What follows belongs to an exercise in optimizing a design on an open flow for small area; a production flow would make more cautious choices. Function was checked by simulation only, so behaviour that the tests miss may differ from the original. No activity file was given, so power comes from the tool's default toggle rates.

Setup of job 101:
// mmcm_drp_responder
module mmcm_drp_responder #(
   parameter int              RD_LATENCY = 3,
   parameter int              WR_LATENCY = 3,
   parameter int              LOCK_DELAY = 64,
   parameter logic [15:0]     INIT_WORD  = 16'h0
) (
   input  logic                  clk,
   input  logic                  reset_n,
   input  logic                  den,
   input  logic                  dwe,
   input  logic [mmcm_drp_pkg::DRP_ADDR_W-1:0] daddr,
   input  logic [mmcm_drp_pkg::DRP_DATA_W-1:0] din,
   output logic [mmcm_drp_pkg::DRP_DATA_W-1:0] dout,
   output logic                  drdy,
   input  logic                  rst_mmcm,
   output logic                  locked,
   output logic                  proto_err
);
Size in the first run: ~3,300 cells after synthesis, about 47 I/O pins, roughly 50,000 sq um of cells after synthesis.
export LEC_CHECK = 0
export CAP_MARGIN = 20
export CORE_MARGIN = 2
export CORE_UTILIZATION = 85
export PLACE_DENSITY = 0.9
export SLEW_MARGIN = 20
export SYNTH_HIERARCHICAL = 1
create_clock -name core_clock -period 10.0 [get_ports {clk}]
standard.sh (not shown) runs the stock make flow with config.mk's settings and CLKGATE_MAP_FILE= SYNTH_SCRIPT=/design/flow/synth_recipe.tcl, a recipe that flattens the netlist after the stock synthesis.
==> flow/flow/run.sh <==
#!/bin/bash
# The standard synthesis, then every combinational cell set to its smallest drive strength
# (the placer's repair steps size up what needs it), then the standard layout with clock tree
# synthesis told not to add dummy loads and to use mid-sized clock buffers with larger sink
# clusters, and the port buffers made with the smallest buffer. Each step's output goes to a log of its own here; ORFS's logs stay in orfs/logs.
set -euo pipefail
R=orfs/results/$FLOW_PLATFORM/mmcm_drp_responder/base
bash standard.sh synth > standard_synth.log 2>&1
python3 flow/downsize.py "$FLOW_HOME/platforms/$FLOW_PLATFORM/lib/sky130_fd_sc_hd__tt_025C_1v80.lib" \
  $R/1_2_yosys.v > downsize.log 2>&1
rm -f $R/1_synth.odb $R/1_synth.sdc
bash standard.sh \
  "CTS_ARGS=-sink_clustering_enable -repair_clock_nets -buf_list sky130_fd_sc_hd__clkbuf_8 -sink_clustering_size 16 -sink_clustering_max_diameter 45 -dont_use_dummy_load" \
  "BUFFER_PORTS_ARGS=-buffer_cell sky130_fd_sc_hd__buf_1" \
  finish > standard.log 2>&1
Other scripts of this flow, unchanged in this note and not shown: flow/flow/downsize.py
Job 101 terminated abnormally: global routing reported GRT-0232.
diff inputs: job 101 => job 102
- CORE_UTILIZATION changed from 85 to 72
- PLACE_DENSITY changed from 0.9 to 0.8
--- outcome ---
Summary of job 102 and job 101: one run falls short of a clean finish, namely job 101.
Diff job 102..job 101 | count of port buffers added during placement | unchanged
Looking at worst setup slack before clock tree synthesis, job 102 sits 0.13 ns lower than job 101 does.
Re clock buffer count from CTS: job 102 and job 101 aren't equal, and the higher value belongs to job 102.
From job 101 to job 102, netlist area before placement did not move at all.
Post-placement cell count (job 102 over job 101): increase, 4.6%
In job 102 relative to job 101, last weighted congestion value of the routability-driven placer had gone down slightly.
Job 102 vs. job 101: detailed-placement wirelength estimate has increased, die width moved up, cell area reported after detailed placement shows an increase of 490 sq um, row count grew by 8.

* * *

Another version of the RTL of mmcm_drp_responder (not shown whole).
For scale: about 3300 cells after synthesis, roughly 47 I/O pins, roughly 50000 sq um of cells after synthesis.
Settings: LEC_CHECK=0, CAP_MARGIN=20, CORE_MARGIN=2, CORE_UTILIZATION=65, PLACE_DENSITY=0.75, SETUP_SLACK_MARGIN=0.4, SLEW_MARGIN=20, SYNTH_HIERARCHICAL=1; clock period 10.0 ns.
==> flow/flow/downsize.py <==
#!/usr/bin/env python3
"""Set every combinational cell in a synthesized netlist to the smallest-area variant of its
kind (same name up to the drive-strength suffix, same pins). Registers are left as they are.
The placer's repair steps size cells back up where slew, capacitance or timing need it.
usage: downsize.py LIBERTY NETLIST"""
import re, sys

lib, net = sys.argv[1], sys.argv[2]
area, pins, seq = {}, {}, set()
cur = None
for line in open(lib):
    m = re.match(r'\s*cell\s*\(\s*"?(\w+)"?\s*\)', line)
    if m:
        cur = m.group(1); pins[cur] = set(); continue
    if cur is None:
        continue
    m = re.match(r'\s*area\s*:\s*([\d.]+)', line)
    if m and cur not in area:
        area[cur] = float(m.group(1))
    m = re.match(r'\s*pin\s*\(\s*"?(\w+)"?\s*\)', line)
    if m:
        pins[cur].add(m.group(1))
    if re.match(r'\s*(ff|latch|statetable)\s*\(', line):
        seq.add(cur)

def base(c):
    m = re.match(r'(sky130_fd_sc_hd__\w+?)_(\d+)$', c)
    return m.group(1) if m else None

best = {}
for c in area:
    b = base(c)
    if b is None or c in seq or 'lpflow' in c or 'probe' in c:
        continue
    if b not in best or area[c] < area[best[b]] or (area[c] == area[best[b]] and c < best[b]):
        best[b] = c

text = open(net).read()
count = 0
def sub(m):
    global count
    c = m.group(1)
    b = base(c)
    if b is None or c in seq or b not in best:
        return m.group(0)
    n = best[b]
    if n != c and pins.get(n) == pins.get(c):
        count += 1
        return n + m.group(2)
    return m.group(0)
text = re.sub(r'\b(sky130_fd_sc_hd__\w+)(\s+\S+\s*\()', sub, text)
open(net, 'w').write(text)
print(f"downsize: {count} cells set to their smallest variant")
Scripts as last shown in full above: flow/flow/run.sh
The starting point ran to the end with no violations.
Next try:
CORE_UTILIZATION = 72   (was 65)
PLACE_DENSITY = 0.8   (was 0.75)
SETUP_SLACK_MARGIN = unset   (was 0.4)
Result:
- This time the run completed and failed the layout checks on negative setup slack
- clock-buffer cell count falls by 2
- core utilization is higher by 7.4 points
- hold slack gets better by 22 ps
- critical path depth is unchanged
- non-clock buffer count fell by 4
- clock skew rises by 38 ps
- via count grows by 1.7%
- final area goes down by 0.35%

* * *

mmcm_drp_responder again, from the RTL that the note above started with.
clock: 10.0 ns
lec_check: 0
cap_margin: 20
core_margin: 2
core_utilization: 72
place_density: 0.8
setup_slack_margin: 0.4
slew_margin: 20
synth_hierarchical: 1
==> flow/flow/run.sh <==
#!/bin/bash
# The standard synthesis, then every combinational cell set to its smallest drive strength
# (the placer's repair steps size up what needs it), then the standard layout with clock tree
# synthesis told not to add dummy loads and to use mid-sized clock buffers with larger sink
# clusters, and the port buffers made with the smallest buffer. Each step's output goes to a log of its own here; ORFS's logs stay in orfs/logs.
set -euo pipefail
R=orfs/results/$FLOW_PLATFORM/mmcm_drp_responder/base
bash standard.sh synth > standard_synth.log 2>&1
python3 flow/downsize.py "$FLOW_HOME/platforms/$FLOW_PLATFORM/lib/sky130_fd_sc_hd__tt_025C_1v80.lib" \
  $R/1_2_yosys.v > downsize.log 2>&1
rm -f $R/1_synth.odb $R/1_synth.sdc
bash standard.sh \
  "CTS_ARGS=-sink_clustering_enable -repair_clock_nets -buf_list sky130_fd_sc_hd__clkbuf_8 -sink_clustering_size 18 -sink_clustering_max_diameter 55 -dont_use_dummy_load" \
  "BUFFER_PORTS_ARGS=-buffer_cell sky130_fd_sc_hd__buf_1" \
  finish > standard.log 2>&1
Scripts as last shown in full above: flow/flow/downsize.py
The first run completed without violations.
Edit:
--- a/flow/flow/run.sh
+++ b/flow/flow/run.sh
@@ -12,3 +12,3 @@
 bash standard.sh \
-  "CTS_ARGS=-sink_clustering_enable -repair_clock_nets -buf_list sky130_fd_sc_hd__clkbuf_8 -sink_clustering_size 18 -sink_clustering_max_diameter 55 -dont_use_dummy_load" \
+  "CTS_ARGS=-sink_clustering_enable -repair_clock_nets -buf_list sky130_fd_sc_hd__clkbuf_8 -sink_clustering_size 16 -sink_clustering_max_diameter 45 -dont_use_dummy_load" \
   "BUFFER_PORTS_ARGS=-buffer_cell sky130_fd_sc_hd__buf_1" \
--- a/flow/config.mk
+++ b/flow/config.mk
@@ -7,3 +7,3 @@
 export LEC_CHECK = 0
-export CAP_MARGIN = 20
+export CAP_MARGIN = 5
 export CORE_MARGIN = 2
@@ -12,3 +12,3 @@
 export SETUP_SLACK_MARGIN = 0.4
-export SLEW_MARGIN = 20
+export SLEW_MARGIN = 5
 export SYNTH_HIERARCHICAL = 1
The new run finished with max-capacitance violations, max-slew violations left.
Non-clock buffer count falls by 3.
Core utilization rises by 0.27 points.
Maximum frequency barely changes.
Worst setup slack is worse by 0.017 ns.
Critical path depth falls by 1.
Hold slack is worse by 0.018 ns.
Global-route usage rises by 0.17 points.
Cell count rises slightly.
Edit:
--- a/flow/flow/run.sh
+++ b/flow/flow/run.sh
@@ -12,3 +12,3 @@
 bash standard.sh \
-  "CTS_ARGS=-sink_clustering_enable -repair_clock_nets -buf_list sky130_fd_sc_hd__clkbuf_8 -sink_clustering_size 16 -sink_clustering_max_diameter 45 -dont_use_dummy_load" \
+  "CTS_ARGS=-sink_clustering_enable -repair_clock_nets -buf_list sky130_fd_sc_hd__clkbuf_8 -sink_clustering_size 18 -sink_clustering_max_diameter 48 -dont_use_dummy_load" \
   "BUFFER_PORTS_ARGS=-buffer_cell sky130_fd_sc_hd__buf_1" \
--- a/flow/config.mk
+++ b/flow/config.mk
@@ -7,3 +7,3 @@
 export LEC_CHECK = 0
-export CAP_MARGIN = 5
+export CAP_MARGIN = 20
 export CORE_MARGIN = 2
@@ -12,3 +12,3 @@
 export SETUP_SLACK_MARGIN = 0.4
-export SLEW_MARGIN = 5
+export SLEW_MARGIN = 20
 export SYNTH_HIERARCHICAL = 1
After rerunning:
- The new run ran to the end with no violations
- non-clock buffer count rises by 1
- core utilization falls by 0.15 points
- sequential cell count does not change
- power falls by 0.73%
- wire length barely changes
- die area does not change
- final area stays flat
- final cell count is about the same
- area after synthesis does not change
- worst hold slack is about the same
- sequential share of layout area rises by 0.15 points
Edit:
--- a/flow/flow/run.sh
+++ b/flow/flow/run.sh
@@ -12,3 +12,3 @@
 bash standard.sh \
-  "CTS_ARGS=-sink_clustering_enable -repair_clock_nets -buf_list sky130_fd_sc_hd__clkbuf_8 -sink_clustering_size 18 -sink_clustering_max_diameter 48 -dont_use_dummy_load" \
+  "CTS_ARGS=-sink_clustering_enable -repair_clock_nets -buf_list sky130_fd_sc_hd__clkbuf_8 -sink_clustering_size 16 -sink_clustering_max_diameter 45 -dont_use_dummy_load" \
   "BUFFER_PORTS_ARGS=-buffer_cell sky130_fd_sc_hd__buf_1" \
The new run finished with timing, DRC and antenna clean.
Global-route usage rose by 0.44 points.
Synthesized cell count stays the same.
Sequential power hardly moves.
Area after synthesis stays the same.
Worst setup slack gets worse by 0.022 ns.
Routed wire length goes up by 0.75%.
Die area is unchanged.

## what the ideal ports hide
How much do the figures lean on ideal ports? The routed layouts below were timed once more, with nothing changed but the port constraints. Step 1 (the two cells are an assumption about what drives the block):
set clk [get_ports {clk}]
set_driving_cell -lib_cell sky130_fd_sc_hd__clkbuf_16 $clk
set_driving_cell -lib_cell sky130_fd_sc_hd__buf_2 [delete_from_list [all_inputs] $clk]
Step 2, shift: input delay + t, output delay - t, t = (earliest + latest rising clock arrival at the registers) / 2. This alone moves slack from input paths to output paths. Slacks: ideal ports / drivers / drivers and shift; pairs: ideal ports / drivers.
run	t (ns)	setup slack, ns	latest minus earliest clock arrival (ns)
job 102	0.874	0.291 / 0.269 / 0.269	0.146 / 0.146
the first run of note 2	0.856	0.449 / 0.424 / 0.424	0.117 / 0.117
the second run of note 2	0.869	-0.093 / -0.117 / -0.117	0.115 / 0.115
the first run of note 3	0.878	0.475 / 0.451 / 0.451	0.078 / 0.078
the second run of note 3	0.877	0.458 / 0.433 / 0.433	0.104 / 0.103
the third run of note 3	0.867	0.480 / 0.456 / 0.456	0.089 / 0.089
the fourth run of note 3	0.859	0.458 / 0.434 / 0.434	0.108 / 0.107
